What follows belongs to an exercise in optimizing a design on an open flow for small area, a short achievable clock period and few clock cycles per item; a production flow would make more cautious choices. Function was not checked in any run shown here: the RTL went through the layout flow alone.

==> flow/design.v, too long to show whole: its modules and the start of the top module <==
// module rbst_front: 91 lines
// module rbst_div_lane: 1070 lines
// module rbst_cmp_step: 143 lines
// module rbst_cmp_last: 10 lines
// module rbst_cmp_fin: 14 lines
// module ray_box_slab_test: 262 lines
module ray_box_slab_test (
	input  logic                                 clk,
	input  logic                                 arst_n,
	input  logic                                 cfg_we,
	input  logic [rbst_pkg::IDX_W-1:0]           cfg_index,
	input  logic [rbst_pkg::COORD_W-1:0]         cfg_wdata,
	input  logic                                 s_tvalid,
	output logic                                 s_tready,
	input  logic [8*rbst_pkg::IN_BYTES-1:0]      s_tdata,
	output logic                                 m_tvalid,
	input  logic                                 m_tready,
	output logic [8*rbst_pkg::OUT_BYTES-1:0]     m_tdata
);
  // ...
==> flow/run.sh <==
#!/bin/bash
# synth_recipe.tcl (not shown) runs the flow's synth.tcl, then flattens the netlist and writes it again
# the make line also repeats each setting of config.mk as NAME=value (left out here)
make -C /OpenROAD-flow-scripts/flow DESIGN_CONFIG=/design/flow/config.mk WORK_HOME=/design/flow/orfs CLKGATE_MAP_FILE= SYNTH_SCRIPT=/design/flow/synth_recipe.tcl finish
==> flow/config.mk <==
export PLATFORM = sky130hd
export DESIGN_NAME = ray_box_slab_test
export DESIGN_NICKNAME = ray_box_slab_test
export VERILOG_FILES = /design/flow/design.v
export SDC_FILE = /design/flow/constraint.sdc
export NUM_CORES = 8
export LEC_CHECK = 0
export CAP_MARGIN = 20
export CORE_MARGIN = 2
export CORE_UTILIZATION = 40
export PLACE_DENSITY = 0.7
export SETUP_SLACK_MARGIN = 4.5
export SLEW_MARGIN = 20
export TNS_END_PERCENT = 0
==> flow/constraint.sdc <==
create_clock -name core_clock -period 8.0 [get_ports {clk}]
set_input_delay 1.6000 -clock core_clock [delete_from_list [all_inputs] [get_ports {clk}]]
set_output_delay 1.6000 -clock core_clock [all_outputs]
set_load 0.01 [all_outputs]
==> impl_metrics.json, run 1 <==
{
  "outcome": "no timing/DRC/antenna violations",
  "holdPathStages": 0,
  "min_path_type": "reg2reg",
  "signal_buffers": 867,
  "place_hpwl_mm": 898,
  "synthMuxAreaShare_pct": 10.1,
  "netlist.area_leader.share_pct": 40.2,
  "nets": 50021,
  "synthAdderAreaFrac_pct": 17.2,
  "grtUsageTotal_pct": 19.4,
  "start_kind": "flop",
  "end_kind": "flop",
  "synth.avg_cell_area_um2": 10.3,
  "skew_ns": 0.127,
  "wl_met3_mm": 54.6,
  "cp.buffers_inverters": 5,
  "most-common-layout-cells": "dfxtp_1 (9319), nor2b_1 (2802), nand2_1 (2774), inv_1 (2771), mux2_2 (2662)",
  "grt_util_met2_pct": 30.8,
  "drt_iter0_drc": 24370,
  "hold_start": "t_st[657]$_DFF_P_",
  "routed.top_layer": "met5",
  "drc": 0,
  "multi_input_area_share_pct": 49.0,
  "largest_reg_flops": 2496,
  "r2r-start": "u_front.den_o[59]$_DFF_P_"
}
==> run 2: changes to the inputs <==
--- a/flow/config.mk
+++ b/flow/config.mk
@@ -10,3 +10,3 @@
 export CORE_UTILIZATION = 40
-export PLACE_DENSITY = 0.7
+export PLACE_DENSITY = 0.8
 export SETUP_SLACK_MARGIN = 4.5
==> impl_metrics.json, run 2 <==
{
  "synth_commonest_cells": "dfxtp_1 (9392), nor2b_1 (2804), inv_1 (2799)",
  "totalWireLength_mm": 1190,
  "ys_warn_count": 6,
  "cts_tree": "built",
  "drt_iter0_drc": 26996,
  "slew_headroom_pct": 11.3,
  "grt_max_degree": 151,
  "portBuffers": 234,
  "die_y_mm": 1.09,
  "critical_path_required_ns": 9.07,
  "die_w_mm": 1.09,
  "ant_nets": 0,
  "period_needed_ns": 4.01,
  "antenna_found_initial": 42,
  "synth_top_area_cell": "dfxtp_1",
  "cts_root_buffer": "clkbuf_16",
  "max_freq_mhz": 249,
  "ys.flop_type": "dfxtp_1",
  "synth.avg_cell_area_um2": 10.3,
  "grtUsageTotal_pct": 19.3,
  "cp.arrival_ns": 5.08,
  "ys_async_sr_fraction_pct": 2.67,
  "fp.coreArea_mm2": 1.17,
  "clk_latency_ns": 1.24,
  "post-route-period-util_pct": 50.2,
  "ctsLongestPathBuffers": 5,
  "hold_viol_final": 0,
  "wl_per_cell_um": 19.4,
  "io-pin-count": 242,
  "rows": 397,
  "syn_inst": 45244,
  "synth-seq-cells": 9673,
  "cts_inserted_buffers": 925,
  "netlist.area_leader.share_pct": 40.2,
  "finalMaxSlewViolations": 0,
  "maxCapViolCount": 0,
  "grt_pass1_wl_mm": 1860,
  "drive_gt1_share_pct": 12.8,
  "clock_sinks": 9673,
  "dr.pass1.iters": 9,
  "ys_seq_area_share_pct": 41.7,
  "synth_area_mm2": 0.468,
  "place_hpwl_mm": 879,
  "grt_setup_unrepaired": "true",
  "viasPerCell": 5.34,
  "end_kind": "flop",
  "reg_top3": "s_st x2496, c_st x2400, d_st x1395",
  "finalSetupTns_ns": 0,
  "tightestPinTransition_ns": 1.33,
  "crit_type": "reg2reg",
  "outcome": "no timing/DRC/antenna violations",
  "grt_pass1_vias": 320958,
  "synth_area_leaders": "dfxtp_1 (40%), fa_1 (11%), mux2_2 (6.4%), ha_1 (6.2%), a211oi_1 (4.2%)",
  "cts_max_level": 6,
  "synth-edff-count": 23,
  "nets": 50054,
  "layout_commonest_cell": "dfxtp_1",
  "top_register": "s_st",
  "syn_to_final_growth_pct": 12.0,
  "setup_violations": 0,
  "start_util_pct": 40.1,
  "clk_pin_slew_ns": 0.06,
  "die_area_mm2": 1.18,
  "grt_overflow": 0,
  "cp_max_fo": 30,
  "vias": 327690,
  "most-common-layout-cells": "dfxtp_1 (9319), nor2b_1 (2801), nand2_1 (2774), inv_1 (2771), mux2_2 (2662)",
  "start_kind": "flop",
  "skew_ns": 0.151,
  "drc": 0,
  "gp_congestion": 0.936,
  "yosysMostFrequentCell": "dfxtp_1",
  "largest_reg_flops": 2496,
  "yosysUniqueCellTypes": 100,
  "min_path_type": "reg2reg"
}
## run 2: cell type report
| cell class | count | area [um^2] |
|---|---|---|
| inverter | 2876 | 10900 |
| antenna | 44 | 110 |
| tap | 15561 | 19500 |
| clock buffer | 1221 | 26100 |
| fill | 104199 | 643000 |
| multi-input combinational | 30535 | 258000 |
| sequential | 9673 | 195000 |
| timing repair inverter | 2 | 11.3 |
| timing repair buffer | 915 | 8280 |
| clock inverter | 498 | 6820 |
## run 2: path summary, 6_finish.rpt
kind / start / to / slack, ns / depth (start not counted)
max: u_front.den_o[59]$_DFF_P_ / cmp_st[39]$_DFF_P_ / 3.99 / 15
min: t_st[384]$_DFF_P_ / t_st[480]$_DFF_P_ / 0.21 / 0
max reg2reg: u_front.den_o[59]$_DFF_P_ / cmp_st[39]$_DFF_P_ / 3.99 / 15
min reg2reg: t_st[384]$_DFF_P_ / t_st[480]$_DFF_P_ / 0.21 / 0
max in group asynchronous: arst_n / eps_q[9]$_DFFE_PN0P_ / 6.08 / 2
min in group asynchronous: arst_n / lo_q[55]$_DFFE_PN0P_ / 0.50 / 1
## run 2: repair_timing
item                       4_1_cts  5_1_grt
cloned                           9        3
setup buffers                  111       54
setup endpoints to repair      731      953
hold buffers                     0        0
pin swaps                       97      119
resized for setup              461      390
## run 2: cell families after synthesis
group | share of synthesized area (%)
buffers and inverters | 4.06
muxes | 10.1
adders and majority gates | 17.2
xor gates and xnor gates | 2.82
AOI/OAI and AO/OA | 12.6
DFF | 41.7
and+or+nand+nor | 11.5
other | 0.000801
## run 2: critical path: stages, from the launching register on
cell and delay, ns:
dfxtp_4 0.36, buf_12 0.11, clkinvlp_4 0.20, buf_6 0.19, o31ai_2 0.22, a21oi_1 0.09, o21a_1 0.21, nor2_4 0.22
buf_4 0.15, buf_4 0.33, inv_1 0.43, ha_1 0.39, fa_1 0.40, xor2_1 0.16, or3_1 0.31, a21oi_1 0.13
## run 2: per-stage QoR
| step | util [%] | area [um^2] | hold WS, ns | instances | setup WS (ns) |
|---|---|---|---|---|---|
| after floorplan | - | 468000 | 0.310 | 45250 | 3.90 |
| after global placement | 41.6 | 486000 | 0.311 | 59384 | 2.34 |
| after detailed placement | 41.6 | 486000 | 0.312 | 59385 | 2.41 |
| after CTS | 44.7 | 522000 | 0.217 | 61224 | 4.11 |
| after global routing | 44.9 | 525000 | 0.224 | 61313 | 3.83 |
| final | 44.9 | 525000 | 0.215 | 61325 | 3.99 |
## run 2: layer usage
metal | vias up | routed length [um] | part of all wire (%) | track usage [%]
met5 | - | 109 | 0.0092 | 0
met4 | 16 | 57600 | 4.8 | 8.49
met3 | 2076 | 67600 | 5.7 | 2.56
met2 | 10307 | 533000 | 45 | 30.8
met1 | 158858 | 529000 | 45 | 26.2
li1 | 156433 | - | - | -
==> module ray_box_slab_test, before the edit <==
module ray_box_slab_test (
	input  logic                                 clk,
	input  logic                                 arst_n,
	input  logic                                 cfg_we,
	input  logic [rbst_pkg::IDX_W-1:0]           cfg_index,
	input  logic [rbst_pkg::COORD_W-1:0]         cfg_wdata,
	input  logic                                 s_tvalid,
	output logic                                 s_tready,
	input  logic [8*rbst_pkg::IN_BYTES-1:0]      s_tdata,
	output logic                                 m_tvalid,
	input  logic                                 m_tready,
	output logic [8*rbst_pkg::OUT_BYTES-1:0]     m_tdata
);
	localparam int AX   = rbst_pkg::AXES;
	localparam int LN   = rbst_pkg::LANES;
	localparam int RW   = rbst_pkg::RW;
	localparam int TB   = rbst_pkg::TB;
	localparam int LW   = rbst_pkg::LW;
	localparam int DW   = rbst_pkg::DW;
	localparam int TW   = rbst_pkg::TW;
	localparam int NST  = rbst_pkg::NST;
	localparam int NC   = rbst_pkg::NCMP;
	localparam int LAT  = rbst_pkg::FRONT_LAT + NST + 2;
	localparam int QD   = LAT + 2;
	localparam int CNTW = 5;    
	logic [AX*32-1:0] lo_q, hi_q;
	logic [15:0]      eps_q;
	always_ff @(posedge clk or negedge arst_n) begin
		if (!arst_n) begin
			lo_q  <= '0;
			hi_q  <= '0;
			eps_q <= 16'd66;
		end else if (cfg_we) begin
			case (cfg_index)
				rbst_pkg::REG_LOW_X:  lo_q[0 +: 32]  <= cfg_wdata;
				rbst_pkg::REG_LOW_Y:  lo_q[32 +: 32] <= cfg_wdata;
				rbst_pkg::REG_LOW_Z:  lo_q[64 +: 32] <= cfg_wdata;
				rbst_pkg::REG_HIGH_X: hi_q[0 +: 32]  <= cfg_wdata;
				rbst_pkg::REG_HIGH_Y: hi_q[32 +: 32] <= cfg_wdata;
				rbst_pkg::REG_HIGH_Z: hi_q[64 +: 32] <= cfg_wdata;
				rbst_pkg::REG_EPS:    eps_q          <= cfg_wdata[15:0];
				default: ;
			endcase
		end
	end
	logic [LAT-1:0] vld_q;
	logic           rdy_q;
	logic           acc;
	assign acc      = s_tvalid && rdy_q;
	assign s_tready = rdy_q;
	always_ff @(posedge clk or negedge arst_n) begin
		if (!arst_n) vld_q <= '0;
		else         vld_q <= {vld_q[LAT-2:0], acc};
	end
	logic [LN*31-1:0] r0;
	logic [LN*TW-1:0] tail0;
	logic [AX*DW-1:0] den0;
	logic [LN-1:0]    nrm0, ngt0, cneg0;
	logic             blk0;
	rbst_front u_front (
		.clk    (clk),
		.lo     (lo_q),
		.hi     (hi_q),
		.org    (s_tdata[0 +: 96]),
		.dir    (s_tdata[96 +: 96]),
		.r0_o   (r0),
		.tail_o (tail0),
		.den_o  (den0),
		.nrm_o  (nrm0),
		.ngt_o  (ngt0),
		.cneg_o (cneg0),
		.blk_o  (blk0)
	);
	logic [(NST+1)*LN*TB-1:0] tp_st;
	logic [(NST+1)*LN*LW-1:0] s_st, c_st;
	logic [(NST+1)*LN*TW-1:0] t_st;
	logic [(NST+1)*AX*DW-1:0] d_st;
	logic [(NST+1)*LN-1:0]    ngt_st, cmc_st;
	logic [(NST+1)*NC*3-1:0]  cmp_st;
	logic [NST:0]             blk_st;
	logic [LN*3-1:0]          dl_st;     
	for (genvar l = 0; l < LN; l++) begin : g_in
		assign tp_st[l*TB +: TB] = {2'b00, r0[l*31+LW +: 31-LW]};
		assign s_st[l*LW +: LW]  = ~r0[l*31 +: LW];
		assign c_st[l*LW +: LW]  = '1;
	end
	assign t_st[0 +: LN*TW]   = tail0;
	assign d_st[0 +: AX*DW]   = den0;
	assign ngt_st[0 +: LN]    = ngt0;
	assign cmc_st[0 +: LN]    = ~nrm0 & ~cneg0;
	assign cmp_st[0 +: NC*3]  = '0;
	assign blk_st[0]          = blk0;
	for (genvar j = 0; j < NST; j++) begin : g_st
		localparam int EP = (j >= 8) ? 30 - 2*j : 0;    
		logic [LN*TB-1:0] t_n;
		logic [LN*LW-1:0] s_n, c_n;
		logic [LN*3-1:0]  dg;       
		logic [NC*3-1:0]  cm_n;
		for (genvar l = 0; l < LN; l++) begin : g_l
			logic p2, p1, n1, n2, e2, e1, f1, f2;
			wire  ngt = ngt_st[j*LN + l];
			rbst_div_lane u_div (
				.t_in  (tp_st[(j*LN+l)*TB +: TB]),
				.s_in  (s_st[(j*LN+l)*LW +: LW]),
				.c_in  (c_st[(j*LN+l)*LW +: LW]),
				.d     (d_st[(j*AX + l/2)*DW +: DW]),
				.bb    ((j < 8) ? t_st[(j*LN+l)*TW + ((j < 8) ? 14-2*j : 0) +: 2] : 2'b00),
				.t_out (t_n[l*TB +: TB]),
				.s_out (s_n[l*LW +: LW]),
				.c_out (c_n[l*LW +: LW]),
				.p2    (p2),
				.p1    (p1),
				.n1    (n1),
				.n2    (n2)
			);
			if (j == 0) begin : g_first
				wire nrm  = nrm0[l];
				wire cneg = !nrm && !cmc_st[l];
				assign e2 = nrm ? (ngt ? n2 : p2) : !cneg;
				assign f2 = nrm ? (ngt ? p2 : n2) : cneg;
			end else begin : g_rest
				assign e2 = ngt ? n2 : p2;
				assign f2 = ngt ? p2 : n2;
			end
			assign e1 = ngt ? n1 : p1;
			assign f1 = ngt ? p1 : n1;
			assign dg[l*3 +: 3] = {f1 || f2, e2 || f1 || f2, e1 || f1};
		end
		wire [LN*3-1:0] dq = dg;
		if (j == NST - 1) begin : g_nocmp
			assign cm_n = cmp_st[j*NC*3 +: NC*3];
		end else begin : g_cmp
		for (genvar a = 0; a < AX; a++) begin : g_ca
			for (genvar b = 0; b < AX; b++) begin : g_cb
				rbst_cmp_step u_cmp (
					.d_in  (cmp_st[(j*NC + 3*a+b)*3 +: 3]),
					.a     (dq[(2*a)*3 +: 3]),
					.b     (dq[(2*b+1)*3 +: 3]),
					.d_out (cm_n[(3*a+b)*3 +: 3])
				);
			end
		end
		for (genvar b = 0; b < AX; b++) begin : g_ce
			rbst_cmp_step u_cmp (
				.d_in  (cmp_st[(j*NC + 9+b)*3 +: 3]),
				.a     (dq[(2*b+1)*3 +: 3]),
				.b     ((j >= 8) ? {1'b0, eps_q[EP +: 2]} : 3'b000),
				.d_out (cm_n[(9+b)*3 +: 3])
			);
		end
		end
		always_ff @(posedge clk) begin
			tp_st[(j+1)*LN*TB +: LN*TB] <= t_n;
			s_st[(j+1)*LN*LW +: LN*LW]  <= s_n;
			c_st[(j+1)*LN*LW +: LN*LW]  <= c_n;
			t_st[(j+1)*LN*TW +: LN*TW] <= t_st[j*LN*TW +: LN*TW];
			d_st[(j+1)*AX*DW +: AX*DW] <= d_st[j*AX*DW +: AX*DW];
			ngt_st[(j+1)*LN +: LN]     <= ngt_st[j*LN +: LN];
			cmc_st[(j+1)*LN +: LN]     <= cmc_st[j*LN +: LN];
			cmp_st[(j+1)*NC*3 +: NC*3] <= cm_n;
			if (j == NST - 1) dl_st    <= dg;
			blk_st[j+1]                <= blk_st[j];
		end
	end
	logic [LN-1:0]   wneg_q, ngt_q, cmc_q;
	logic [NC*5-1:0] cv_n, cv_q;
	logic            blk_q;
	logic [LN-1:0]   cp, cn;
	logic            hit_q;
	for (genvar l = 0; l < LN; l++) begin : g_fin
		wire [RW-1:0] w = {tp_st[(NST*LN+l)*TB +: TB], {LW{1'b0}}}
		                + {{TB{1'b0}}, ~s_st[(NST*LN+l)*LW +: LW]}
		                + {{TB{1'b0}}, ~c_st[(NST*LN+l)*LW +: LW]};
		always_ff @(posedge clk) wneg_q[l] <= w[RW-1];
		assign cp[l] = wneg_q[l] && ngt_q[l];
		assign cn[l] = (wneg_q[l] && !ngt_q[l]) || cmc_q[l];
	end
	always_ff @(posedge clk) begin
		ngt_q <= ngt_st[NST*LN +: LN];
		cmc_q <= cmc_st[NST*LN +: LN];
		cv_q  <= cv_n;
		blk_q <= blk_st[NST];
	end
	wire [LN*3-1:0] dl = dl_st;
	for (genvar a = 0; a < AX; a++) begin : g_la
		for (genvar b = 0; b < AX; b++) begin : g_lb
			rbst_cmp_last u_last (
				.d_in (cmp_st[(NST*NC + 3*a+b)*3 +: 3]),
				.a    (dl[(2*a)*3 +: 3]),
				.b    (dl[(2*b+1)*3 +: 3]),
				.v    (cv_n[(3*a+b)*5 +: 5])
			);
		end
	end
	for (genvar b = 0; b < AX; b++) begin : g_le
		rbst_cmp_last u_last (
			.d_in (cmp_st[(NST*NC + 9+b)*3 +: 3]),
			.a    (dl[(2*b+1)*3 +: 3]),
			.b    ({1'b0, eps_q[1:0]}),
			.v    (cv_n[(9+b)*5 +: 5])
		);
	end
	logic [NC-1:0] ok;
	for (genvar a = 0; a < AX; a++) begin : g_fa
		for (genvar b = 0; b < AX; b++) begin : g_fb
			logic neg, pos;
			rbst_cmp_fin u_fin (
				.v    (cv_q[(3*a+b)*5 +: 5]),
				.ap   (cp[2*a]),
				.an   (cn[2*a]),
				.bp   (cp[2*b+1]),
				.bn   (cn[2*b+1]),
				.neg  (neg),
				.pos  (pos)
			);
			assign ok[3*a+b] = neg;
		end
	end
	for (genvar b = 0; b < AX; b++) begin : g_fe
		logic neg, pos;
		rbst_cmp_fin u_fin (
			.v    (cv_q[(9+b)*5 +: 5]),
			.ap   (cp[2*b+1]),
			.an   (cn[2*b+1]),
			.bp   (1'b0),
			.bn   (1'b0),
			.neg  (neg),
			.pos  (pos)
		);
		assign ok[9+b] = pos;
	end
	always_ff @(posedge clk) hit_q <= !blk_q && (&ok);
	logic [QD-1:0] qv, qd;
	logic [CNTW-1:0] cnt_q;
	logic          take;
	logic [QD:0]   vs;
	logic [QD-1:0] ds;
	assign take     = qv[0] && m_tready;
	assign m_tvalid = qv[0];
	assign m_tdata  = {{(8*rbst_pkg::OUT_BYTES-1){1'b0}}, qd[0]};
	always_comb begin
		vs = take ? {2'b00, qv[QD-1:1]} : {1'b0, qv};
		ds = take ? {1'b0, qd[QD-1:1]} : qd;
	end
	always_ff @(posedge clk or negedge arst_n) begin
		if (!arst_n) begin
			qv    <= '0;
			cnt_q <= '0;
			rdy_q <= 1'b1;
		end else begin
			for (int i = 0; i < QD; i++)
				qv[i] <= vs[i] || (vld_q[LAT-1] && (i == 0 || vs[i-1]));
			cnt_q <= cnt_q + CNTW'(acc) - CNTW'(take);
			rdy_q <= (cnt_q + CNTW'(acc) - CNTW'(take)) < CNTW'(QD);
		end
	end
	always_ff @(posedge clk) begin
		for (int i = 0; i < QD; i++)
			if (!vs[i] && (i == 0 || vs[i-1])) qd[i] <= hit_q;
			else                               qd[i] <= ds[i];
	end
endmodule
==> run 3: changes to the inputs <==
--- a/flow/design.v
+++ b/flow/design.v
@@ -1375,3 +1375,3 @@
 	localparam int NC   = rbst_pkg::NCMP;
-	localparam int LAT  = rbst_pkg::FRONT_LAT + NST + 2;
+	localparam int LAT  = 1 + rbst_pkg::FRONT_LAT + NST + 2;
 	localparam int QD   = LAT + 2;
@@ -1398,2 +1398,3 @@
 	end
+	logic [191:0]   in_q;
 	logic [LAT-1:0] vld_q;
@@ -1403,2 +1404,3 @@
 	assign s_tready = rdy_q;
+	always_ff @(posedge clk) in_q <= s_tdata;
 	always_ff @(posedge clk or negedge arst_n) begin
@@ -1416,4 +1418,4 @@
 		.hi     (hi_q),
-		.org    (s_tdata[0 +: 96]),
-		.dir    (s_tdata[96 +: 96]),
+		.org    (in_q[0 +: 96]),
+		.dir    (in_q[96 +: 96]),
 		.r0_o   (r0),
--- a/flow/config.mk
+++ b/flow/config.mk
@@ -10,3 +10,3 @@
 export CORE_UTILIZATION = 40
-export PLACE_DENSITY = 0.8
+export PLACE_DENSITY = 0.7
 export SETUP_SLACK_MARGIN = 4.5
==> impl_metrics.json, run 3 <==
{
  "outcome": "no timing/DRC/antenna violations",
  "die_area_mm2": 1.19,
  "totalWireLength_mm": 1150,
  "setup_violations": 0,
  "die_w_mm": 1.09,
  "antenna_found_initial": 29,
  "gp_congestion": 0.919,
  "cts_tree": "built",
  "drt_iter0_drc": 24117,
  "ys_seq_area_share_pct": 42.1,
  "endpoint": "g_st[1].g_l[4].u_div.q[2]$_DFF_P_",
  "portBuffers": 234,
  "finalSetupTns_ns": 0,
  "slew_headroom_pct": 23.5,
  "cp_num_cells": 21,
  "clk_pin_slew_ns": 0.07,
  "clk_latency_ns": 1.17,
  "synth_area_leaders": "dfxtp_1 (41%), fa_1 (11%), mux2_2 (6.3%), ha_1 (6.2%), a211oi_1 (4.2%)",
  "ant_nets": 0,
  "crit_top_cell": "nor2_1",
  "skew_ns": 0.104,
  "worst_slack_ns": 4.04,
  "synth-seq-cells": 9868,
  "yosysMostFrequentCell": "dfxtp_1",
  "cts_inserted_buffers": 959,
  "wl_per_cell_um": 18.7,
  "tightestPinTransition_ns": 1.14,
  "cts_root_buffer": "clkbuf_16",
  "cp.arrival_ns": 4.93,
  "synth_commonest_cells": "dfxtp_1 (9584), nor2b_1 (2800), inv_1 (2794)",
  "vias": 321976,
  "crit_family": "compound AO/OA/AOI/OAI gates",
  "hold_viol_final": 0,
  "min_path_type": "reg2reg",
  "synth_top_area_cell": "dfxtp_1",
  "post-route-period-util_pct": 49.6,
  "cts_max_level": 6,
  "ctsLongestPathBuffers": 5,
  "cts_hold_buf": 0,
  "startpoint": "u_front.den_o[90]$_DFF_P_",
  "grtUsageTotal_pct": 18.6,
  "synth.avg_cell_area_um2": 10.4,
  "reg_top3": "s_st x2496, c_st x2400, d_st x1395",
  "grt_overflow": 0,
  "nets": 50290,
  "slowest_stage": "fa_2",
  "netlist.area_leader.share_pct": 40.6,
  "r2r-start": "u_front.den_o[90]$_DFF_P_",
  "io-pin-count": 242,
  "syn_inst": 45487,
  "most-common-layout-cells": "dfxtp_1 (9497), nor2b_1 (2795), inv_1 (2766), nand2_1 (2725), mux2_2 (2662)",
  "ys.flop_type": "dfxtp_1",
  "maxCapViolCount": 0,
  "start_kind": "flop",
  "drive_gt1_share_pct": 12.5,
  "grt_setup_unrepaired": "true",
  "place_area_mm2": 0.491,
  "die_y_mm": 1.09,
  "design_area_mm2": 0.529,
  "max_freq_mhz": 252,
  "crit_type": "reg2reg",
  "syn_to_final_growth_pct": 11.9,
  "layout_commonest_cell": "dfxtp_1",
  "slowest_delay_ns": 0.51,
  "viasPerCell": 5.22,
  "grt_pass1_wl_mm": 1820,
  "yosysUniqueCellTypes": 104,
  "synth-edff-count": 24,
  "pre_cts_slack_ns": 2.61,
  "top_register": "s_st",
  "ys_async_sr_fraction_pct": 2.63,
  "grt_pass1_vias": 312479,
  "end_kind": "flop",
  "timing.hold.ws_ns": 0.281,
  "grt_max_degree": 97,
  "cp.buffers_inverters": 3,
  "timing.rr.end": "g_st[1].g_l[4].u_div.q[2]$_DFF_P_",
  "finalMaxSlewViolations": 0,
  "place_hpwl_mm": 870,
  "cp_max_fo": 5,
  "dr.pass1.iters": 12,
  "rows": 399,
  "critical_path_required_ns": 8.97,
  "ys_warn_count": 6,
  "period_needed_ns": 3.96,
  "fp.coreArea_mm2": 1.18,
  "drc": 0,
  "path_cells": "buf_4, nand2b_1, o21ai_0, a21oi_1, nor2_1, nor3b_4, a21oi_4, buf_12, o22ai_2, ha_1, ha_2, inv_2, fa_2, nor2b_4, and2_1, o21ai_1, nor2_1, nor4_2, a31o_2, a221oi_2, nor2_1",
  "largest_reg_flops": 2496,
  "synth_area_mm2": 0.473,
  "r2r_slack_ns": 4.04,
  "start_util_pct": 40.1,
  "rr_worst_depth": 21,
  "clock_sinks": 9868
}
run 3: how the worst min path moves through the flow:
stage,start,cells after the start,to
floorplan,blk_st[16]$_DFF_P_,0,blk_q$_DFF_P_
global placement,u_front.sh_1[10]$_SDFF_PP0_,0,u_front.sh_2[10]$_DFF_P_
CTS,t_st[322]$_DFF_P_,0,t_st[418]$_DFF_P_
detailed placement,u_front.sh_1[7]$_SDFF_PP0_,0,u_front.sh_2[7]$_DFF_P_
global route,t_st[401]$_DFF_P_,0,t_st[497]$_DFF_P_
finish,t_st[97]$_DFF_P_,0,t_st[193]$_DFF_P_
run 3: area by class of cell:
type,count,area (um^2)
fillers,108076,650000
multi-input cells,30599,257000
flip-flops and latches,9868,199000
clock buffers,1258,26800
well taps,15639,19600
inverters,2859,10800
repair buffers,876,8010
clock inverters,509,7130
diodes,35,87.6
repair inverters,1,5.00
run 3: per-stage QoR:
step                      std cells  util, %
after global routing          61637     44.9
after detailed placement      59710     41.6
final                         61644     44.9
after floorplan               45493        -
after global placement        59710     41.6
after CTS                     61573     44.7
run 3: cells by family after synthesis:
group / share of synthesized area (%)
XOR/XNOR: 2.79
adder cells (fa/ha/maj): 17.1
other: 0.000793
AND/OR/NAND/NOR: 11.5
multiplexers: 9.97
buffers and inverters: 4.01
flip-flops: 42.1
AO/OA/AOI/OAI: 12.6
run 3: repair_timing:
item | 4_1_cts | 5_1_grt
pin swaps | 52 | 41
setup endpoints to repair | 599 | 856
cloned | 12 | 1
gates resized for setup | 363 | 283
buffers inserted | 84 | 35
run 3: routing by layer:
layer / vias to the layer above / part of all wire (%) / GRT usage [%]
met4: 8 / 3.9 / 6.88
met3: 1767 / 4.8 / 2.27
met2: 8040 / 44 / 29.5
li1: 157355 / - / -
met5: - / 0.0050 / 0
met1: 154806 / 47 / 26.2
run 3: worst register-to-register path, delay by kind of cell (launching register included):
| family | cells | cell delay [ns] |
|---|---|---|
| simple gates | 8 | 0.94 |
| flops | 1 | 0.38 |
| buf+inv | 3 | 0.35 |
| compound gates | 7 | 1.12 |
| fa+ha+maj | 3 | 1.02 |
==> run 4: changes to the inputs <==
--- a/flow/design.v
+++ b/flow/design.v
@@ -1603,3 +1603,3 @@
 			cnt_q <= '0;
-			rdy_q <= 1'b1;
+			rdy_q <= 1'b0;    
 		end else begin
==> impl_metrics.json, run 4 <==
{
  "synth.avg_cell_area_um2": 10.4,
  "cts_hold_buf": 0,
  "critical_path_required_ns": 9.03,
  "rr_worst_depth": 16,
  "most-common-layout-cells": "dfxtp_1 (9490), nand2_1 (2847), nor2b_1 (2805), inv_1 (2767), a211oi_1 (2641)",
  "die_w_mm": 1.09,
  "dr.pass1.iters": 10,
  "cts_root_buffer": "clkbuf_16",
  "cts_max_level": 6,
  "start_util_pct": 40.1,
  "gp_congestion": 0.916,
  "ys.flop_type": "dfxtp_1",
  "synth-seq-cells": 9868,
  "drive_gt1_share_pct": 12.8,
  "layout_commonest_cell": "dfxtp_1",
  "max_freq_mhz": 255,
  "rows": 399,
  "r2r_slack_ns": 4.08,
  "ant_nets": 0,
  "r2r-start": "g_st[2].g_l[0].u_div.q[0]$_DFF_P_",
  "ys_warn_count": 6,
  "grt_pass1_wl_mm": 1810,
  "netlist.area_leader.share_pct": 40.6,
  "timing.rr.end": "g_st[3].g_l[0].u_div.q[2]$_DFF_P_",
  "cp.arrival_ns": 4.95,
  "hold_viol_final": 0,
  "totalWireLength_mm": 1150,
  "reg_top3": "s_st x2496, c_st x2400, d_st x1395",
  "vias": 321741,
  "hold_start": "cmc_st[25]$_DFF_P_",
  "finalMaxSlewViolations": 0,
  "synth_commonest_cells": "dfxtp_1 (9584), nand2_1 (2860), nor2b_1 (2811)",
  "grt_max_degree": 91,
  "place_hpwl_mm": 866,
  "synth_top_area_cell": "dfxtp_1",
  "period_needed_ns": 3.92,
  "top_register": "s_st",
  "clk_latency_ns": 1.15,
  "die_y_mm": 1.09,
  "nets": 50518,
  "clock_sinks": 9868,
  "maxCapViolCount": 0,
  "tightestPinTransition_ns": 1.18,
  "synth_area_mm2": 0.472,
  "outcome": "no timing/DRC/antenna violations",
  "wl_per_cell_um": 18.6,
  "viasPerCell": 5.20,
  "yosysUniqueCellTypes": 103,
  "yosysMostFrequentCell": "dfxtp_1",
  "die_area_mm2": 1.19,
  "ys_seq_area_share_pct": 42.1,
  "whs_endpoint": "cmc_st[31]$_DFF_P_",
  "ctsLongestPathBuffers": 5,
  "ys_async_sr_fraction_pct": 2.63,
  "io-pin-count": 242,
  "n_fill_cell": 107885,
  "grt_setup_unrepaired": "true",
  "grt_overflow": 0,
  "end_kind": "flop",
  "cts_tree": "built",
  "start_kind": "flop",
  "multi_input_area_mm2": 0.258,
  "cts_inserted_buffers": 947,
  "syn_inst": 45634,
  "cp_max_fo": 34,
  "synth-edff-count": 24,
  "timing.hold.ws_ns": 0.255,
  "synth_area_leaders": "dfxtp_1 (41%), fa_1 (11%), mux2_2 (6.3%), ha_1 (6.2%), a211oi_1 (4.2%)",
  "min_path_type": "reg2reg",
  "drc": 0,
  "finalSetupTns_ns": 0,
  "antenna_found_initial": 42,
  "setup_violations": 0,
  "drt_iter0_drc": 24504,
  "holdPathStages": 0,
  "grtUsageTotal_pct": 18.5,
  "post-route-period-util_pct": 48.9,
  "skew_ns": 0.117,
  "largest_reg_flops": 2496,
  "syn_to_final_growth_pct": 12.2,
  "slew_headroom_pct": 21.0,
  "crit_type": "reg2reg",
  "fp.coreArea_mm2": 1.18,
  "regArea_mm2": 0.199,
  "grt_pass1_vias": 311656,
  "clk_pin_slew_ns": 0.06,
  "portBuffers": 234
}
run 4: how the worst max path moves through the flow:
| stage | start | to | slack, ns | cells after the start |
|---|---|---|---|---|
| final | g_st[2].g_l[0].u_div.q[0]$_DFF_P_ | g_st[3].g_l[0].u_div.q[2]$_DFF_P_ | 4.08 | 16 |
| after floorplan | u_front.den_o[28]$_DFF_P_ | g_st[1].g_l[0].u_div.q[1]$_DFF_P_ | 4.20 | 23 |
| after global placement | u_front.den_o[60]$_DFF_P_ | g_st[1].g_l[3].u_div.q[1]$_DFF_P_ | 2.38 | 21 |
| after detailed placement | u_front.den_o[60]$_DFF_P_ | cmp_st[57]$_DFF_P_ | 2.53 | 16 |
| after CTS | u_front.den_o[90]$_DFF_P_ | g_st[1].g_l[4].u_div.q[1]$_DFF_P_ | 4.15 | 23 |
| after global routing | g_st[6].g_l[2].u_div.q[0]$_DFF_P_ | g_st[7].g_l[2].u_div.q[1]$_DFF_P_ | 3.86 | 16 |
run 4: repair_timing:
item / in CTS / in global routing
setup endpoints to repair: 636 / 820
resized for setup: 552 / 230
setup buffers: 155 / 39
gates cloned: 12 / 0
pin swaps: 89 / 54
run 4: per-stage QoR:
step | util, % | worst slack (ns) | instance area, um^2 | instances
2_1_floorplan | - | 4.20 | 473000 | 45640
4_1_cts | 44.8 | 4.15 | 528000 | 61808
6_report | 45.0 | 4.08 | 530000 | 61893
5_1_grt | 45.0 | 3.86 | 530000 | 61871
3_3_place_gp | 41.6 | 2.38 | 491000 | 59876
3_5_place_dp | 41.6 | 2.53 | 491000 | 59876
run 4: cells by family after synthesis:
kind of cell | after synthesis | share of synthesized area, %
other cells | 1 | 0.000794
xor+xnor | 1496 | 2.77
compound gates | 9137 | 12.6
mux | 4190 | 9.88
simple gates | 10992 | 11.5
buf+inv | 5040 | 4.02
flops | 9868 | 42.1
fa+ha+maj | 4910 | 17.1
run 4: area by class of cell:
| cell class | instances | share of cell area, % |
|---|---|---|
| antenna | 46 | 0.0217 |
| clock buffer | 1282 | 5.11 |
| clock inverter | 483 | 1.26 |
| inverter | 2880 | 2.06 |
| multi-input combinational | 30735 | 48.6 |
| sequential | 9868 | 37.6 |
| tap | 15639 | 3.69 |
| timing repair buffer | 960 | 1.64 |
run 4: critical path, cell delays in order (launching register included):
cell and delay (ns):
dfxtp_1 0.30, buf_4 0.24, mux2_2 0.31, a211oi_1 0.26, fa_1 0.47, inv_1 0.14
ha_1 0.25, a21o_1 0.19, a21oi_2 0.26, o21bai_1 0.11, a21oi_1 0.18, xor2_1 0.40
nand2_1 0.14, o31a_1 0.25, o21ai_0 0.14, a22oi_1 0.09, nor2_1 0.12
run 4: layer usage:
layer / up-vias / global-route usage [%] / share of wire, %
li1: 157932 / - / -
met1: 154487 / 26.2 / 47
met2: 7635 / 29.4 / 44
met3: 1673 / 2.14 / 4.6
met4: 14 / 6.50 / 3.8
met5: - / 0 / 0.0077
==> run 5: changes to the inputs <==
--- a/flow/design.v
+++ b/flow/design.v
@@ -1603,3 +1603,3 @@
 			cnt_q <= '0;
-			rdy_q <= 1'b0;    
+			rdy_q <= 1'b1;
 		end else begin
--- a/flow/config.mk
+++ b/flow/config.mk
@@ -10,3 +10,3 @@
 export CORE_UTILIZATION = 40
-export PLACE_DENSITY = 0.7
+export PLACE_DENSITY = 0.65
 export SETUP_SLACK_MARGIN = 4.5
==> impl_metrics.json, run 5 <==
{
  "outcome": "no timing/DRC/antenna violations",
  "vias": 319390,
  "ctsLongestPathBuffers": 5,
  "pre_cts_slack_ns": 2.55,
  "clk_pin_slew_ns": 0.06,
  "startpoint": "u_front.den_o[28]$_DFF_P_",
  "rr_worst_depth": 20,
  "totalWireLength_mm": 1170,
  "regArea_mm2": 0.199,
  "clock_sinks": 9868,
  "multi_input_area_mm2": 0.258,
  "syn_inst": 45487,
  "cts_hold_buf": 0,
  "io-pin-count": 242,
  "timing.rr.end": "g_st[1].g_l[1].u_div.q[1]$_DFF_P_",
  "post-place-cells": 59714,
  "drive_gt1_share_pct": 13.0,
  "grt_pass1_vias": 310480,
  "tightestPinTransition_ns": 1.21,
  "cts_inserted_buffers": 968,
  "synth_area_leaders": "dfxtp_1 (41%), fa_1 (11%), mux2_2 (6.3%), ha_1 (6.2%), a211oi_1 (4.2%)",
  "clk_latency_ns": 1.20,
  "yosysMostFrequentCell": "dfxtp_1",
  "synth_area_mm2": 0.473,
  "slowest_stage": "fa_2",
  "design_area_mm2": 0.531,
  "ant_nets": 0,
  "wl_per_cell_um": 19.0,
  "post-route-period-util_pct": 48.4,
  "top_register": "s_st",
  "ys_async_sr_fraction_pct": 2.63,
  "fp.coreArea_mm2": 1.18,
  "grt_overflow": 0,
  "drt_iter0_drc": 22924,
  "synth.avg_cell_area_um2": 10.4,
  "r2r_slack_ns": 4.13,
  "start_util_pct": 40.1,
  "die_y_mm": 1.09,
  "portBuffers": 234,
  "place_area_mm2": 0.491,
  "synth_commonest_cells": "dfxtp_1 (9584), nor2b_1 (2800), inv_1 (2794)",
  "hold_viol_final": 0,
  "dr.pass1.iters": 9,
  "antenna_found_initial": 30,
  "layout_commonest_cell": "dfxtp_1",
  "end_kind": "flop",
  "drc": 0,
  "fin_cells": 61707,
  "grtUsageTotal_pct": 19.0,
  "crit_type": "reg2reg",
  "rows": 399,
  "min_path_type": "reg2reg",
  "setup_violations": 0,
  "grt_max_degree": 91,
  "place_hpwl_mm": 889,
  "utilization_pct": 45.0,
  "path_cells": "nand2b_1, a211o_1, a21oi_1, a21o_1, o211ai_1, a21oi_2, nor2_4, buf_12, o22ai_4, ha_4, ha_4, inv_2, fa_2, inv_4, buf_4, o21ai_0, a31o_2, a211oi_2, o21ai_0, a21oi_1",
  "synth-edff-count": 24,
  "skew_ns": 0.142,
  "critical_path_required_ns": 9.05,
  "ys.flop_type": "dfxtp_1",
  "largest_reg_flops": 2496,
  "ys_warn_count": 6,
  "start_kind": "flop",
  "synth_top_area_cell": "dfxtp_1",
  "period_needed_ns": 3.87,
  "max_freq_mhz": 258,
  "netlist.area_leader.share_pct": 40.6,
  "most-common-layout-cells": "dfxtp_1 (9474), nor2b_1 (2794), inv_1 (2753), nand2_1 (2723), mux2_2 (2662)",
  "viasPerCell": 5.18,
  "gp_congestion": 0.917,
  "reg_top3": "s_st x2496, c_st x2400, d_st x1395",
  "finalMaxSlewViolations": 0,
  "cts_max_level": 6,
  "yosysUniqueCellTypes": 104,
  "die_w_mm": 1.09,
  "ys_seq_area_share_pct": 42.1,
  "die_area_mm2": 1.19,
  "maxCapViolCount": 0,
  "worst_slack_ns": 4.13,
  "hold_start": "t_st[305]$_DFF_P_",
  "cp_max_fo": 7,
  "cts_tree": "built",
  "n_fill_cell": 109152,
  "syn_to_final_growth_pct": 12.3,
  "cp.arrival_ns": 4.92,
  "cts_root_buffer": "clkbuf_16",
  "grt_setup_unrepaired": "true",
  "nets": 50332,
  "holdPathStages": 0,
  "slowest_delay_ns": 0.51,
  "r2r-start": "u_front.den_o[28]$_DFF_P_",
  "slew_headroom_pct": 19.1,
  "whs_endpoint": "t_st[401]$_DFF_P_",
  "finalSetupTns_ns": 0,
  "synth-seq-cells": 9868,
  "grt_pass1_wl_mm": 1840
}
[run 5: cell types whose count changed after synthesis, moves of 30 or more]
cell / before / now
o21ai_0: 1638 / 1565
nor3_1: 1009 / 927
o22a_1: 47 / 77
xnor2_1: 1064 / 1026
nand2_1: 2860 / 2732
a31oi_1: 389 / 339
nor2_1: 2303 / 2345
xor2_1: 432 / 479
a21oi_1: 2158 / 2103
[run 5: logic make-up after synthesis]
group           share of synthesized area (%)
simple gates                             11.5
flops                                    42.1
compound gates                           12.6
buf+inv                                  4.01
fa+ha+maj                                17.1
mux                                      9.97
xor+xnor                                 2.79
other cells                          0.000793
[run 5: repair_timing]
action | CTS | global route
buffers inserted | 126 | 25
pin swaps | 98 | 55
cloned | 8 | 1
endpoints found under the setup margin | 666 | 803
resized for setup | 687 | 185
[run 5: how the worst max path moves through the flow]
stage | slack, ns | endpoint
floorplan | 4.19 | g_st[1].g_l[4].u_div.q[2]$_DFF_P_
global placement | 2.50 | g_st[1].g_l[4].u_div.q[1]$_DFF_P_
detailed placement | 2.55 | g_st[1].g_l[4].u_div.q[1]$_DFF_P_
CTS | 4.23 | g_st[1].g_l[0].u_div.q[1]$_DFF_P_
global route | 3.95 | g_st[1].g_l[1].u_div.q[2]$_DFF_P_
finish | 4.13 | g_st[1].g_l[1].u_div.q[1]$_DFF_P_
[run 5: routing by layer]
layer  vias up  track usage [%]  routed length [um]
met4        10             5.94               38500
li1     157487                -                   -
met3      1533             2.14               50000
met1    153240             27.3              566000
met2      7120             29.9              516000
met5         -                0                  72
[run 5: through the flow]
step           hold WS, ns
2_1_floorplan        0.310
3_3_place_gp         0.310
3_5_place_dp         0.312
4_1_cts              0.247
5_1_grt              0.246
6_report             0.238
[run 5: cell type report]
class,count,area share [%]
flip-flops and latches,9868,37.6
inverters,2859,2.04
diodes,36,0.0170
multi-input cells,30599,48.6
clock buffers,1287,5.18
clock inverters,509,1.32
repair buffers,909,1.60
well taps,15639,3.69
repair inverters,1,0.000943
[run 5: worst max-delay path: cells and delay by family, from the launching register on]
kind | cells | cell delay [ns]
AOI/OAI and AO/OA | 11 | 1.91
adders and majority gates | 3 | 0.91
buffers and inverters | 4 | 0.41
DFF | 1 | 0.42
and+or+nand+nor | 2 | 0.13
==> run 6: changes to the inputs <==
--- a/flow/config.mk
+++ b/flow/config.mk
@@ -10,3 +10,3 @@
 export CORE_UTILIZATION = 40
-export PLACE_DENSITY = 0.65
+export PLACE_DENSITY = 0.75
 export SETUP_SLACK_MARGIN = 4.5
==> impl_metrics.json, run 6 <==
{
  "crit_top_cell": "buf_4",
  "nets": 50292,
  "ctsLongestPathBuffers": 5,
  "io-pin-count": 242,
  "synth_area_mm2": 0.473,
  "reg_top3": "s_st x2496, c_st x2400, d_st x1395",
  "path_cells": "clkinvlp_4, buf_4, a31oi_1, nor2_1, o211a_2, a21oi_4, buf_4, buf_4, nand2b_1, and3_1, fa_1, or3_1, a21oi_1",
  "grt_overflow": 0,
  "netlist.area_leader.share_pct": 40.6,
  "start_util_pct": 40.1,
  "cts_max_level": 6,
  "most-common-layout-cells": "dfxtp_1 (9494), nor2b_1 (2795), inv_1 (2765), nand2_1 (2723), mux2_2 (2662)",
  "end_kind": "flop",
  "clk_pin_slew_ns": 0.07,
  "rr_worst_depth": 13,
  "synth_area_leaders": "dfxtp_1 (41%), fa_1 (11%), mux2_2 (6.3%), ha_1 (6.2%), a211oi_1 (4.2%)",
  "cp.arrival_ns": 4.93,
  "r2r_slack_ns": 4.08,
  "place_hpwl_mm": 862,
  "post-route-period-util_pct": 49.0,
  "synth-edff-count": 24,
  "worst_slack_ns": 4.08,
  "pre_cts_slack_ns": 2.61,
  "cp_max_fo": 16,
  "finalMaxSlewViolations": 0,
  "grt_setup_unrepaired": "true",
  "die_area_mm2": 1.19,
  "timing.rr.end": "cmp_st[48]$_DFF_P_",
  "hold_viol_final": 0,
  "ys.flop_type": "dfxtp_1",
  "layout_commonest_cell": "dfxtp_1",
  "grt_pass1_vias": 316439,
  "startpoint": "u_front.den_o[60]$_DFF_P_",
  "outcome": "no timing/DRC/antenna violations",
  "endpoint": "cmp_st[48]$_DFF_P_",
  "grt_pass1_wl_mm": 1810,
  "synth_commonest_cells": "dfxtp_1 (9584), nor2b_1 (2800), inv_1 (2794)",
  "n_fill_cell": 107083,
  "wl_met3_mm": 58.5,
  "rows": 399,
  "regArea_mm2": 0.199,
  "routed.top_layer": "met5",
  "crit_type": "reg2reg",
  "cts_hold_buf": 0,
  "period_needed_ns": 3.92,
  "yosysMostFrequentCell": "dfxtp_1",
  "ant_nets": 0,
  "setup_violations": 0,
  "wl_per_cell_um": 18.6,
  "drc": 0,
  "grt_max_degree": 117,
  "slowest_delay_ns": 0.65,
  "die_y_mm": 1.09,
  "cts_root_buffer": "clkbuf_16",
  "die_w_mm": 1.09,
  "max_freq_mhz": 255,
  "ys_warn_count": 6,
  "fp.coreArea_mm2": 1.18,
  "syn_to_final_growth_pct": 11.8,
  "syn_inst": 45487,
  "skew_ns": 0.134,
  "gp_congestion": 0.926,
  "ys_seq_area_share_pct": 42.1,
  "totalWireLength_mm": 1150,
  "dr_wl_met2_mm": 514,
  "top_register": "s_st",
  "slew_headroom_pct": 14.8,
  "vias": 324473,
  "start_kind": "flop",
  "clock_sinks": 9868,
  "drt_iter0_drc": 25129,
  "ys_async_sr_fraction_pct": 2.63,
  "wl_met1_mm": 529,
  "min_path_type": "reg2reg",
  "grtUsageTotal_pct": 18.5,
  "cts_tree": "built",
  "tightestPinTransition_ns": 1.27,
  "maxCapViolCount": 0,
  "cts_inserted_buffers": 931,
  "critical_path_required_ns": 9.01,
  "r2r-start": "u_front.den_o[60]$_DFF_P_",
  "largest_reg_flops": 2496,
  "finalSetupTns_ns": 0,
  "viasPerCell": 5.26,
  "synth.avg_cell_area_um2": 10.4,
  "antenna_found_initial": 28,
  "yosysUniqueCellTypes": 104,
  "multi_input_area_mm2": 0.258,
  "dr.pass1.iters": 10,
  "slowest_stage": "and3_1",
  "synth_top_area_cell": "dfxtp_1",
  "portBuffers": 234,
  "clk_latency_ns": 1.17,
  "drive_gt1_share_pct": 12.6,
  "synth-seq-cells": 9868
}
==> run 6: per-stage QoR <==
stage                     hold WS, ns  std cells  instance area, um^2  utilization, %
after detailed placement        0.312      59703               491000            41.6
after floorplan                 0.310      45493               473000               -
after CTS                       0.227      61553               527000            44.7
after global routing            0.238      61639               528000            44.8
after global placement          0.310      59703               491000            41.6
final                           0.232      61647               528000            44.8
==> run 6: layout make-up <==
class | count | share of cell area, %
diodes | 51 | 0.0242
clock inverters | 477 | 1.21
clock buffers | 1247 | 5.00
well taps | 15639 | 3.70
multi-input cells | 30603 | 48.8
inverters | 2859 | 2.05
flip-flops and latches | 9868 | 37.7
repair buffers | 903 | 1.55
==> run 6: kinds of logic after synthesis <==
group,synth area share [%]
AND/OR/NAND/NOR,11.5
flip-flops,42.1
AO/OA/AOI/OAI,12.6
buffers and inverters,4.01
adder cells (fa/ha/maj),17.1
multiplexers,9.97
XOR/XNOR,2.79
other,0.000793
==> run 6: worst min path at each step <==
stage                     cells past startpoint                  endpoint                        start
after global routing                          0        cmc_st[36]$_DFF_P_           cmc_st[30]$_DFF_P_
after detailed placement                      0  u_front.sh_2[14]$_DFF_P_  u_front.sh_1[14]$_SDFF_PP0_
after CTS                                     0        cmc_st[36]$_DFF_P_           cmc_st[30]$_DFF_P_
after floorplan                               0             blk_q$_DFF_P_           blk_st[16]$_DFF_P_
final                                         0        cmc_st[36]$_DFF_P_           cmc_st[30]$_DFF_P_
after global placement                        0   u_front.sh_2[1]$_DFF_P_   u_front.sh_1[1]$_SDFF_PP0_
==> run 6: repair_timing <==
action	4_1_cts	5_1_grt
setup buffers	117	40
gates cloned	9	2
setup endpoints to repair	602	805
pin swaps	84	84
gates resized for setup	536	217
==> run 6: layer usage <==
layer	global-route usage, %	up-vias
met1	25.6	156357
met2	29.7	8920
met3	2.16	1795
met4	7.02	4
met5	0	-
li1	-	157397
==> run 6: critical path, delay by kind of cell (launching register included) <==
kind / cells / cell delay (ns)
simple gates: 4 / 1.31
buf+inv: 4 / 0.85
flops: 1 / 0.37
fa+ha+maj: 1 / 0.56
compound gates: 4 / 0.74
==> run 7: changes to the inputs <==
--- a/flow/design.v
+++ b/flow/design.v
@@ -1375,3 +1375,3 @@
 	localparam int NC   = rbst_pkg::NCMP;
-	localparam int LAT  = 1 + rbst_pkg::FRONT_LAT + NST + 2;
+	localparam int LAT  = rbst_pkg::FRONT_LAT + NST + 2;
 	localparam int QD   = LAT + 2;
@@ -1398,3 +1398,2 @@
 	end
-	logic [191:0]   in_q;
 	logic [LAT-1:0] vld_q;
@@ -1404,3 +1403,2 @@
 	assign s_tready = rdy_q;
-	always_ff @(posedge clk) in_q <= s_tdata;
 	always_ff @(posedge clk or negedge arst_n) begin
@@ -1418,4 +1416,4 @@
 		.hi     (hi_q),
-		.org    (in_q[0 +: 96]),
-		.dir    (in_q[96 +: 96]),
+		.org    (s_tdata[0 +: 96]),
+		.dir    (s_tdata[96 +: 96]),
 		.r0_o   (r0),
@@ -1435,3 +1433,3 @@
 	logic [NST:0]             blk_st;
-	logic [LN*3-1:0]          dl_st;     
+	logic [(NST+1)*LN*3-1:0]  pd_st;     
 	for (genvar l = 0; l < LN; l++) begin : g_in
@@ -1447,4 +1445,5 @@
 	assign blk_st[0]          = blk0;
+	assign pd_st[0 +: LN*3]   = '0;
 	for (genvar j = 0; j < NST; j++) begin : g_st
-		localparam int EP = (j >= 8) ? 30 - 2*j : 0;    
+		localparam int EP = (j >= 9) ? 32 - 2*j : 0;    
 		logic [LN*TB-1:0] t_n;
@@ -1483,6 +1482,3 @@
 		end
-		wire [LN*3-1:0] dq = dg;
-		if (j == NST - 1) begin : g_nocmp
-			assign cm_n = cmp_st[j*NC*3 +: NC*3];
-		end else begin : g_cmp
+		wire [LN*3-1:0] dq = pd_st[j*LN*3 +: LN*3];
 		for (genvar a = 0; a < AX; a++) begin : g_ca
@@ -1501,3 +1497,3 @@
 				.a     (dq[(2*b+1)*3 +: 3]),
-				.b     ((j >= 8) ? {1'b0, eps_q[EP +: 2]} : 3'b000),
+				.b     ((j >= 9) ? {1'b0, eps_q[EP +: 2]} : 3'b000),
 				.d_out (cm_n[(9+b)*3 +: 3])
@@ -1505,3 +1501,2 @@
 		end
-		end
 		always_ff @(posedge clk) begin
@@ -1514,4 +1509,4 @@
 			cmc_st[(j+1)*LN +: LN]     <= cmc_st[j*LN +: LN];
-			cmp_st[(j+1)*NC*3 +: NC*3] <= cm_n;
-			if (j == NST - 1) dl_st    <= dg;
+			cmp_st[(j+1)*NC*3 +: NC*3] <= (j == 0) ? '0 : cm_n;
+			pd_st[(j+1)*LN*3 +: LN*3]  <= dg;
 			blk_st[j+1]                <= blk_st[j];
@@ -1538,3 +1533,3 @@
 	end
-	wire [LN*3-1:0] dl = dl_st;
+	wire [LN*3-1:0] dl = pd_st[NST*LN*3 +: LN*3];
 	for (genvar a = 0; a < AX; a++) begin : g_la
@@ -1603,3 +1598,3 @@
 			cnt_q <= '0;
-			rdy_q <= 1'b1;
+			rdy_q <= 1'b0;    
 		end else begin
--- a/flow/config.mk
+++ b/flow/config.mk
@@ -10,3 +10,3 @@
 export CORE_UTILIZATION = 40
-export PLACE_DENSITY = 0.75
+export PLACE_DENSITY = 0.7
 export SETUP_SLACK_MARGIN = 4.5
==> impl_metrics.json, run 7 <==
{
  "cts_max_level": 6,
  "grtUsageTotal_pct": 18.9,
  "period_needed_ns": 4.05,
  "end_kind": "flop",
  "outcome": "no timing/DRC/antenna violations",
  "synth_top_area_cell": "dfxtp_1",
  "critical_path_required_ns": 8.99,
  "ctsLongestPathBuffers": 5,
  "max_freq_mhz": 247,
  "wl_per_cell_um": 19.0,
  "slew_headroom_pct": 22.1,
  "grt_overflow": 0,
  "clock_sinks": 9907,
  "drc": 0,
  "n_fill_cell": 108569,
  "dr.pass1.iters": 9,
  "largest_reg_flops": 2496,
  "cp.arrival_ns": 5.04,
  "top_register": "s_st",
  "cts_hold_buf": 0,
  "ys_async_sr_fraction_pct": 2.60,
  "yosysMostFrequentCell": "dfxtp_1",
  "rows": 400,
  "crit_top_cell": "a21bo_2",
  "finalSetupTns_ns": 0,
  "portBuffers": 234,
  "syn_to_final_growth_pct": 11.8,
  "cp.buffers_inverters": 1,
  "clk_latency_ns": 1.15,
  "antenna_found_initial": 45,
  "maxCapViolCount": 0,
  "finalMaxSlewViolations": 0,
  "cts_tree": "built",
  "fp.coreArea_mm2": 1.18,
  "most-common-layout-cells": "dfxtp_1 (9532), inv_1 (2948), nand2_1 (2687), nor2b_1 (2671), mux2_2 (2670)",
  "layout_commonest_cell": "dfxtp_1",
  "syn_inst": 45773,
  "grt_pass1_vias": 313334,
  "yosysUniqueCellTypes": 97,
  "ys_seq_area_share_pct": 42.1,
  "synth_area_leaders": "dfxtp_1 (41%), fa_1 (11%), mux2_2 (6.3%), ha_1 (6.2%), a211oi_1 (4.2%)",
  "die_y_mm": 1.09,
  "nets": 50536,
  "tightestPinTransition_ns": 1.17,
  "cts_root_buffer": "clkbuf_16",
  "synth_area_mm2": 0.475,
  "io-pin-count": 242,
  "drive_gt1_share_pct": 12.6,
  "gp_congestion": 0.922,
  "grt_max_degree": 144,
  "slowest_stage": "clkdlybuf4s50_1",
  "totalWireLength_mm": 1180,
  "cp_max_fo": 5,
  "min_path_type": "reg2reg",
  "timing.hold.ws_ns": 0.264,
  "hold_viol_final": 0,
  "ys.flop_type": "dfxtp_1",
  "grt_setup_unrepaired": "true",
  "crit_type": "in2reg",
  "synth-edff-count": 23,
  "viasPerCell": 5.23,
  "path_cells": "clkdlybuf4s50_1, ha_1, fa_1, nor2b_1, o21ai_0, a21bo_2, a21oi_1, a211oi_1, o211ai_1, a311oi_1, o21a_1, a21bo_2",
  "synth.avg_cell_area_um2": 10.4,
  "post-route-period-util_pct": 50.6,
  "reg_top3": "s_st x2496, c_st x2400, d_st x1395",
  "die_area_mm2": 1.20,
  "synth-seq-cells": 9907,
  "place_hpwl_mm": 879,
  "setup_violations": 0,
  "crit_family": "compound AO/OA/AOI/OAI gates",
  "vias": 324145,
  "slowest_delay_ns": 0.44,
  "synth_commonest_cells": "dfxtp_1 (9626), inv_1 (2984), nand2_1 (2696)",
  "drt_iter0_drc": 24006,
  "cts_inserted_buffers": 956,
  "ys_warn_count": 6,
  "netlist.area_leader.share_pct": 40.6,
  "start_kind": "primary input",
  "start_util_pct": 40.1,
  "ant_nets": 0,
  "skew_ns": 0.0936,
  "grt_pass1_wl_mm": 1840,
  "clk_pin_slew_ns": 0.06,
  "die_w_mm": 1.09
}
==> run 7: per-stage QoR <==
step / worst slack, ns / util [%] / cells / cell area, um^2
detailed placement: 2.28 / 41.5 / 59958 / 492000
finish: 3.95 / 44.8 / 62004 / 531000
floorplan: 3.78 / - / 45779 / 475000
CTS: 4.01 / 44.6 / 61815 / 528000
global route: 3.72 / 44.8 / 61993 / 531000
global placement: 2.13 / 41.5 / 59958 / 492000
==> run 7: cell type report <==
| cell class | count | area, um^2 | share of cell area [%] |
|---|---|---|---|
| clock buffer | 1293 | 27300 | 5.14 |
| sequential | 9907 | 200000 | 37.7 |
| clock inverter | 461 | 5880 | 1.11 |
| tap | 15678 | 19600 | 3.70 |
| timing repair buffer | 841 | 7820 | 1.47 |
| antenna | 120 | 300 | 0.0566 |
| multi-input combinational | 30629 | 258000 | 48.6 |
| inverter | 3075 | 11600 | 2.19 |
==> run 7: logic make-up after synthesis <==
logic type                 share of synthesized area (%)
and+or+nand+nor                                     11.5
other                                           0.000790
AOI/OAI and AO/OA                                   12.9
xor gates and xnor gates                            2.64
muxes                                               9.74
buffers and inverters                               4.16
DFF                                                 42.1
adders and majority gates                           17.0
==> run 7: worst paths after layout <==
kind	from	endpoint	slack, ns	depth (start not counted)
min reg2reg	u_front.tail_o[50]$_SDFF_PP0_	t_st[146]$_DFF_P_	0.26	0
max	s_tdata[0]	u_front.n_1[32]$_DFF_P_	3.95	12
min	u_front.tail_o[50]$_SDFF_PP0_	t_st[146]$_DFF_P_	0.26	0
max reg2reg	u_front.den_o[91]$_DFF_P_	g_st[1].g_l[4].u_div.q[1]$_DFF_P_	3.97	22
min in group asynchronous	arst_n	lo_q[95]$_DFFE_PN0P_	0.55	1
max in group asynchronous	arst_n	eps_q[5]$_DFFE_PN0P_	6.06	2
==> run 7: what timing repair did <==
action / 4_1_cts / 5_1_grt
buffers inserted: 90 / 65
pin swaps: 54 / 89
endpoints found under the setup margin: 646 / 764
gates cloned: 13 / 3
gates resized for setup: 343 / 423
==> run 7: per-layer routing <==
metal	vias to the layer above	part of all wire [%]	global-route usage [%]
li1	158511	-	-
met1	155941	48	26.9
met2	7988	44	29.6
met3	1699	4.6	2.18
met4	6	3.7	6.77
met5	-	0.0037	0

[what the ideal ports hide]
How much do the figures lean on ideal ports? The routed layouts below were timed once more, with nothing changed but the port constraints. Step 1 assumes that a clkbuf_16 drives the clock port and a buf_2 every other input. Step 2, shift: input delay + t, output delay - t, t = (earliest + latest rising clock arrival at the registers) / 2. This alone moves slack from input paths to output paths. Three values: ideal, step 1, step 2; two values: the first two.
run	shift t [ns]	setup slack, ns	worst setup path after step 2	latest minus earliest clock arrival (ns)	slew at the worst register clock pin (ns)
run 1	1.357	3.975 / 3.975 / 2.808	input to register	0.133 / 0.133	0.08 / 0.08
run 2	1.272	3.987 / 3.987 / 2.868	input to register	0.154 / 0.154	0.07 / 0.07
run 3	1.260	4.035 / 4.035 / 3.020	input to register	0.114 / 0.114	0.07 / 0.07
run 4	1.244	4.084 / 4.084 / 3.173	input to register	0.118 / 0.118	0.07 / 0.07
run 5	1.276	4.125 / 4.125 / 3.114	input to register	0.144 / 0.145	0.07 / 0.07
run 6	1.247	4.080 / 4.080 / 3.076	input to register	0.139 / 0.138	0.08 / 0.08
run 7	1.274	3.954 / 3.966 / 2.828	input to register	0.108 / 0.109	0.07 / 0.07
After both steps setup and hold are still met in every run listed. For run 1, which loses most, drivers alone change the setup slack by 0.000 ns; drivers and shift together by -1.167 ns.
